Source: an optimization exercise on an open RTL-to-GDS flow (aim: a short achievable clock period and few clock cycles). Production flows keep margins and buffers that such runs may drop. The RTL was checked by simulation tests, not by an equivalence proof against the original design. No activity file was given, so power comes from the tool's default toggle rates.

==> run a: inputs <==
==> flow/design.v (excerpt) <==
module qcore_top (
   input  logic                      clk_i,
   input  logic                      rst_ni,
   input  logic                      en_i,
   input  logic                      flag_i,
   input  logic [64-1:0] pmem_dt_i,
   input  logic [32-1:0]  dmem_r_dt_i,
   output logic [8-1:0] pmem_addr_o,
   output logic                      pmem_en_o,
   output logic                      dmem_we_o,
   output logic [8-1:0] dmem_addr_o,
   output logic [32-1:0]  dmem_w_dt_o
);
export LEC_CHECK = 0
export CAP_MARGIN = 20
export CORE_MARGIN = 2
export CORE_UTILIZATION = 40
export SETUP_SLACK_MARGIN = 3.0
export SLEW_MARGIN = 20
create_clock -name core_clock -period 6.5 [get_ports {clk_i}]
run.sh (not shown) runs the stock make flow with config.mk's settings and CLKGATE_MAP_FILE= SYNTH_SCRIPT=/design/flow/synth_recipe.tcl, a recipe that flattens the netlist after the stock synthesis.
==> run b: changes against run a <==
--- a/flow/design.v
+++ b/flow/design.v
@@ -92,34 +92,20 @@
    logic [3:0]  zo_q;           
    logic        z_f, s_f;
    logic [31:0] rf_q [16];
    logic [NF-1:0] ft_v;
    logic [7:0]    ft_tag  [NF];
    logic [2:0]    ft_cond [NF];
    logic [7:0]    ft_tgt  [NF];
    logic [NF-1:0] ft_pf;        
-   logic [NF-1:0] ft_sub;
-   logic [3:0]    ft_rs   [NF];
-   logic [7:0]    ft_imm  [NF];
-   logic          pz_v;
-   logic [3:0]    pz_rs;
-   logic [7:0]    pz_imm;
-   logic [7:0]    pz_a;
    logic [2:0]    ft_ptr;
-   logic          lq_v, lq_pf, lq_sub;
-   logic [3:0]    lq_rs;
-   logic [7:0]    lq_imm;
-   logic [7:0]    lq_tag, lq_tgt;
-   logic [2:0]    lq_cond;
-   logic          pw_v, pw_br, pw_fwf, pw_sub;
-   logic [3:0]    pw_rs;
-   logic [7:0]    pw_imm;
+   logic          pw_v, pw_br, pw_fwf;
    logic [7:0]    pw_a;
-   logic          fh_q, fzs_q, fzo_q, fpf_q;
+   logic          fh_q, fzs_q, fzo_q, fpu_q, fpf_q;
    logic [2:0]    fc_q;
    logic [3:0]    fct_q;        
    logic [7:0]    fg_q;
    logic        x_v, x_go, hz_q, x_rw, x_mw, x_fwe, x_ld, x_mwf;
    logic        x_pt, x_fl, x_fpt;
    logic [3:0]  x_ct, x_tk, x_rdt;   
    logic [2:0]  x_fcond;
    logic [7:0]  x_oh;           
@@ -144,49 +130,28 @@
    assign ctrue = {1'b0, ~fl_q, fl_q, ~s_f, ~z_f, s_f, z_f, 1'b1};
    assign w_dt    = w_ld ? (w_held ? w_hold : dmem_r_dt_i) : w_val;
    assign w_redir = |(zo_q & w_rt);
    assign w_raddr = |(zo_q & w_tk) ? w_ftgt : w_pc2;
    logic        cond_ok, x_taken, x_exec, x_wr, x_st, x_redir0, x_wfl;
    logic [7:0]  x_raddr;
    logic [31:0] a, b, res;
    logic        res_z;
-   logic [31:0] sum_ab, dif_ab;
-   function automatic logic [31:0] f_ks(input logic [31:0] x, input logic [31:0] y,
-                                        input logic ci);
-      logic [31:0] g, p, gn, pn;
-      g    = x & y;
-      p    = x ^ y;
-      g[0] = g[0] | (p[0] & ci);
-      for (int d = 1; d < 32; d = d * 2) begin
-         gn = g;
-         pn = p;
-         for (int i = d; i < 32; i++) begin
-            gn[i] = g[i] | (p[i] & g[i - d]);
-            pn[i] = p[i] & p[i - d];
-         end
-         g = gn;
-         p = pn;
-      end
-      f_ks = (x ^ y) ^ {g[30:0], ci};
-   endfunction
-   assign sum_ab = f_ks(a, b, 1'b0);
-   assign dif_ab = f_ks(a, ~b, 1'b1);
    assign cond_ok  = |(zo_q & x_ct);
    assign x_taken  = |(zo_q & x_tk);
    assign x_exec   = x_go & ~w_redir;
    assign x_wr     = x_exec & x_rw & cond_ok;
    assign x_st     = x_exec & x_mw & cond_ok;
    assign x_wfl    = x_wr & x_fwe & ~x_src[1];
    assign x_redir0 = x_go & |(zo_q & x_rdt);
    assign x_raddr  = x_taken ? x_tgt : x_fall;
    assign a = x_a;
    assign b = x_b;    
-   assign res = ({32{x_oh[0]}} & sum_ab) |
-                ({32{x_oh[1]}} & dif_ab) |
+   assign res = ({32{x_oh[0]}} & (a + b)) |
+                ({32{x_oh[1]}} & (a - b)) |
                 ({32{x_oh[2]}} & (a & b)) |
                 ({32{x_oh[3]}} & (a | b)) |
                 ({32{x_oh[4]}} & (a ^ b)) |
                 ({32{x_oh[5]}} & (a << b[4:0])) |
                 ({32{x_oh[6]}} & (a >> b[4:0])) |
                 ({32{x_oh[7]}} & b);
    assign res_z = ~(|(x_oh & {~(|b),
                                 ~(|(a & (32'hffffffff << b[4:0]))),
@@ -204,20 +169,16 @@
    logic [1:0]  d_src;
    logic [3:0]  d_rs0, d_rs1;
    logic [31:0] ra, rb, fa_v;
    logic [7:0]  ptrue, nfa_r, fa_m1, fa_p1, fa_p2, d_op;
    logic        d_zeq, zfold;
    logic [3:0]  zf_z, zf_tk;
    logic        fwd_a, fwd_b, f_have, d_fold, d_fold0, f_pt, f_late, learn;
    logic        n_ok, n_w, n_x, n_b, n_ft, n_f2, n_s;
-   logic [12:0] l_s2x;          
-   logic [31:0] pz_rd;
-   logic        pz_ok;
-   logic        fu_q, fx_q;
    logic [12:0] l_s1, l_s2, l_ft, l_br, l_x, l_w, l_r, l_n;   
    assign adv    = en_i & (~hz_q | w_redir);
    assign d_live = dv_q & ~x_redir0 & ~w_redir;
    assign d_hdr  = pmem_dt_i[56:54];
    assign d_cond = pmem_dt_i[53:51];
    assign d_src  = pmem_dt_i[45:44];
    assign d_rs0  = pmem_dt_i[39:36];
    assign d_rs1  = pmem_dt_i[35:32];
@@ -232,42 +193,35 @@
    assign pt    = d_br & ptrue[d_cond];
    assign fa_m1 = fa_q - 8'd1;
    assign fa_p1 = fa_q + 8'd1;
    assign fa_p2 = fa_q + 8'd2;
    always_comb begin
       f_have = 1'b0;
       l_s1   = '0;
       l_s2   = '0;
-      l_s2x  = '0;
       l_ft   = '0;
       l_br   = '0;
       l_x    = '0;
       l_w    = '0;
       for (int i = 0; i < NF; i++) begin
          if (ft_v[i] && (ft_tag[i] == fa_m1))  f_have = 1'b1;
          if (ft_v[i] && (ft_tag[i] == fa_p1))  l_s1 = l_s1 | {1'b1, ft_pf[i], ft_cond[i], ft_tgt[i]};
-         if (ft_v[i] && (ft_tag[i] == fa_p2)) begin
-            l_s2  = l_s2 | {1'b1, ft_pf[i], ft_cond[i], ft_tgt[i]};
-            l_s2x = l_s2x | {ft_sub[i], ft_rs[i], ft_imm[i]};
-         end
+         if (ft_v[i] && (ft_tag[i] == fa_p2))  l_s2 = l_s2 | {1'b1, ft_pf[i], ft_cond[i], ft_tgt[i]};
          if (ft_v[i] && (ft_tag[i] == fg_q))   l_ft = l_ft | {1'b1, ft_pf[i], ft_cond[i], ft_tgt[i]};
          if (ft_v[i] && (ft_tag[i] == pmem_dt_i[7:0]))
                                                l_br = l_br | {1'b1, ft_pf[i], ft_cond[i], ft_tgt[i]};
          if (ft_v[i] && (ft_tag[i] == x_raddr)) l_x = l_x | {1'b1, ft_pf[i], ft_cond[i], ft_tgt[i]};
          if (ft_v[i] && (ft_tag[i] == w_raddr)) l_w = l_w | {1'b1, ft_pf[i], ft_cond[i], ft_tgt[i]};
       end
    end
    assign d_fold0 = dv_q & fh_q;
    assign d_fold  = d_fold0 & ~x_redir0 & ~w_redir;
    assign f_late  = fzs_q & fpf_q;
-   assign f_pt    = fu_q ? fx_q : |(zo_q & fct_q);
-   assign pz_rd  = (w_we && (w_rd == pz_rs)) ? w_dt : rf_q[pz_rs];
-   assign pz_ok  = pz_v & (fa_p1 == pz_a) & dv_q &
-                   ~(x_v & x_rw & (x_rd == pz_rs)) & ~(d_rw & (pmem_dt_i[43:40] == pz_rs));
+   assign f_pt    = (fzs_q & (fpf_q | x_mwf)) ? fpu_q : |(zo_q & fct_q);
    assign d_zeq  = (ra == (d_src[0] ? pmem_dt_i[31:0] : rb));
    assign zfold  = d_fold & f_late & fzo_q & d_rw & (pmem_dt_i[50:47] == 4'd1) &
                    ~(x_wr & (x_rd == d_rs0)) & (d_src[0] | ~(x_wr & (x_rd == d_rs1)));
    always_comb begin
       for (int k = 0; k < 4; k++) begin
          zf_z[k]  = f_cond(k[1], k[0], fl_q, d_cond) ? d_zeq : k[1];
          zf_tk[k] = (fc_q == 3'd1) ? zf_z[k] : ~zf_z[k];
       end
@@ -309,68 +263,52 @@
          x_go   <= 1'b0;
          hz_q   <= 1'b0;
          w_we   <= 1'b0;
          w_rt   <= '0;
          w_held <= 1'b0;
          zo_q   <= 4'b0001;
          ft_v   <= '0;
          ft_ptr <= '0;
-         lq_v   <= 1'b0;
          fh_q   <= 1'b0;
          pw_v   <= 1'b0;
-         pz_v   <= 1'b0;
       end else if (!en_i) begin
          if (w_we && w_ld && !w_held) w_held <= 1'b1;
       end else begin
          if (adv) begin
             fa_q <= n_b ? pmem_dt_i[7:0] : nfa_r;
             dv_q <= 1'b1;
             fh_q <= l_n[12];
             pw_v <= d_live;
-            pz_v <= l_s2x[12];
             x_v  <= d_live;
             x_go <= d_live & ~hz_d;
             hz_q <= hz_d;
          end else begin
             x_go <= x_v;
             hz_q <= 1'b0;
          end
          w_we   <= x_wr;
          for (int k = 0; k < 4; k++)
             w_rt[k] <= x_exec & x_fl & (f_cond(k[1], k[0], fl_q, x_fcond) != x_fpt);
          w_held <= 1'b0;
          if (x_wfl) begin
             for (int k = 0; k < 4; k++) zo_q[k] <= ({res_z, res[31]} == 2'(k));
          end
-         lq_v <= learn;
-         if (lq_v) begin
+         if (learn) begin
             ft_v[ft_ptr] <= 1'b1;
             ft_ptr       <= ft_ptr + 3'd1;
          end
       end
    end
    always_ff @(posedge clk_i) begin
       if (en_i && learn) begin
-         lq_pf   <= pw_fwf;
-         lq_sub  <= pw_sub;
-         lq_rs   <= pw_rs;
-         lq_imm  <= pw_imm;
-         lq_tag  <= fa_m1;
-         lq_cond <= d_cond;
-         lq_tgt  <= pmem_dt_i[7:0];
-      end
-      if (en_i && lq_v) begin
-         ft_pf[ft_ptr]   <= lq_pf;
-         ft_sub[ft_ptr]  <= lq_sub;
-         ft_rs[ft_ptr]   <= lq_rs;
-         ft_imm[ft_ptr]  <= lq_imm;
-         ft_tag[ft_ptr]  <= lq_tag;
-         ft_cond[ft_ptr] <= lq_cond;
-         ft_tgt[ft_ptr]  <= lq_tgt;
+         ft_pf[ft_ptr]   <= pw_fwf;
+         ft_tag[ft_ptr]  <= fa_m1;
+         ft_cond[ft_ptr] <= d_cond;
+         ft_tgt[ft_ptr]  <= pmem_dt_i[7:0];
       end
    end
    always_ff @(posedge clk_i) begin
       if (!en_i && w_we && w_ld && !w_held) w_hold <= dmem_r_dt_i;
    end
    always_ff @(posedge clk_i) begin
       if (en_i) begin
          if (adv) begin
@@ -402,33 +340,23 @@
             x_imm   <= pmem_dt_i[31:0];
             x_a     <= fa_v;
             x_dad   <= ra[7:0] + pmem_dt_i[7:0];
             x_b     <= d_bimm ? pmem_dt_i[31:0] : fwd_b ? res : rb;
             x_bimm  <= d_bimm;
             pw_a    <= fa_q;
             pw_br   <= d_br;
             pw_fwf  <= d_fwf;
-            pw_sub  <= d_rw & (d_cond == 3'd0) & (pmem_dt_i[50:46] == 5'b00011) & (d_src == 2'd1) &
-                       (pmem_dt_i[31:8] == 24'd0);
-            pw_rs   <= d_rs0;
-            pw_imm  <= pmem_dt_i[7:0];
-            pz_rs   <= l_s2x[11:8];
-            pz_imm  <= l_s2x[7:0];
-            pz_a    <= fa_p2;
             fpf_q   <= l_n[11];
             fc_q    <= l_n[10:8];
             fct_q   <= f_tab(fl_q, l_n[10:8]);
             fg_q    <= l_n[7:0];
             fzs_q   <= f_tests_zs(l_n[10:8]);
             fzo_q   <= (l_n[10:8] == 3'd1) | (l_n[10:8] == 3'd3);   
-            fu_q    <= f_tests_zs(l_n[10:8]) & (l_n[11] | (d_live & d_fwf));
-            fx_q    <= (pz_ok & n_s & ((l_n[10:8] == 3'd1) | (l_n[10:8] == 3'd3))) ?
-                       ((l_n[10:8] == 3'd1) == (pz_rd == {24'd0, pz_imm})) :
-                       ((l_n[10:8] == 3'd3) | (l_n[10:8] == 3'd4));
+            fpu_q   <= (l_n[10:8] == 3'd3) | (l_n[10:8] == 3'd4);
          end else begin
             if (w_we && (w_rd == x_rs0)) begin
                x_a   <= w_dt;
                x_dad <= w_dt[7:0] + x_imm[7:0];
             end
             if (w_we && (w_rd == x_rs1) && !x_bimm) x_b <= w_dt;
          end
          w_ld    <= x_ld;
CORE_UTILIZATION = 30   (was 40)
==> run c: changes against run a <==
CORE_UTILIZATION = 30   (was 40)
==> qor summary <==
metric	run a	run c	run b
Cell area after synthesis	0.07574 mm2	0.07574 mm2	0.06995 mm2
Reg2Reg Depth	15	16	21
ANT cells	32	45	21
Number of cells produced by synthesis	8866	8866	8515
Top FF cell, synth	sky130_fd_sc_hd__edfxtp_1	sky130_fd_sc_hd__edfxtp_1	sky130_fd_sc_hd__dfxtp_1
Levels on crit path	17	16	10
Sequential cell area	0.02856 mm2	0.02857 mm2	0.02398 mm2
Chip Height	439.1 um	506.5 um	486.9 um
Status	finished clean	finished clean	finished clean
P_sw	7347 uW	7465 uW	6538 uW
Total detailed-routing wirelength	503.5 mm	546.4 mm	428.4 mm
Power per standard cell area	217.8 mW/mm2	217.4 mW/mm2	207.4 mW/mm2
Total number of nets in the final design	9820	9851	9278
Placement Cell Area	0.08282 mm2	0.08438 mm2	0.07654 mm2
FF+latch count	1133	1133	980
Share of Yosys cell area claimed by the top area cell type	23.16%	23.16%	18.59%
Maximum fanout encountered on the critical timing path	8	18	7
Flip-flop and latch share of the layout cell area	28.34%	27.96%	25.99%
Testbench counts of run a, summed over its fixed seeds: cycles 62,124.
Testbench counts of run b, summed over its fixed seeds: cycles 64,005.
Testbench counts of run c, summed over its fixed seeds: cycles 62,124.

==> port drivers added, routing unchanged <==
In the flow no input, the clock included, has a driving cell. The finished layouts below were timed again as built, in two steps.
Step 1 sets driving cells, clkbuf_16 on the clock port and buf_2 on the other inputs (assumed; they add their load-dependent delay and slew).
Step 2 moves the port delays by t, midway between the first and last clock arrival at a register: inputs arrive t later, outputs are due t later. That takes back most of the time a late clock gives input paths.
Slacks: no drivers / after step 1 / after step 2; pairs: no drivers / after step 1.
run | t (ns) | setup WS [ns] | worst setup path after step 2 | worst slew at a driven data input, ns
run a | 0.919 | 2.100 / 1.860 / 0.941 | input to register | 0.44
run b | 0.900 | 2.046 / 1.897 / 0.997 | input to register | 0.38
run c | 0.942 | 2.019 / 1.926 / 0.985 | input to register | 0.45
After both steps setup and hold are still met in every run listed. The setup slack of run a, which loses most, moves by -0.240 ns with the drivers and by -1.159 ns with both steps.
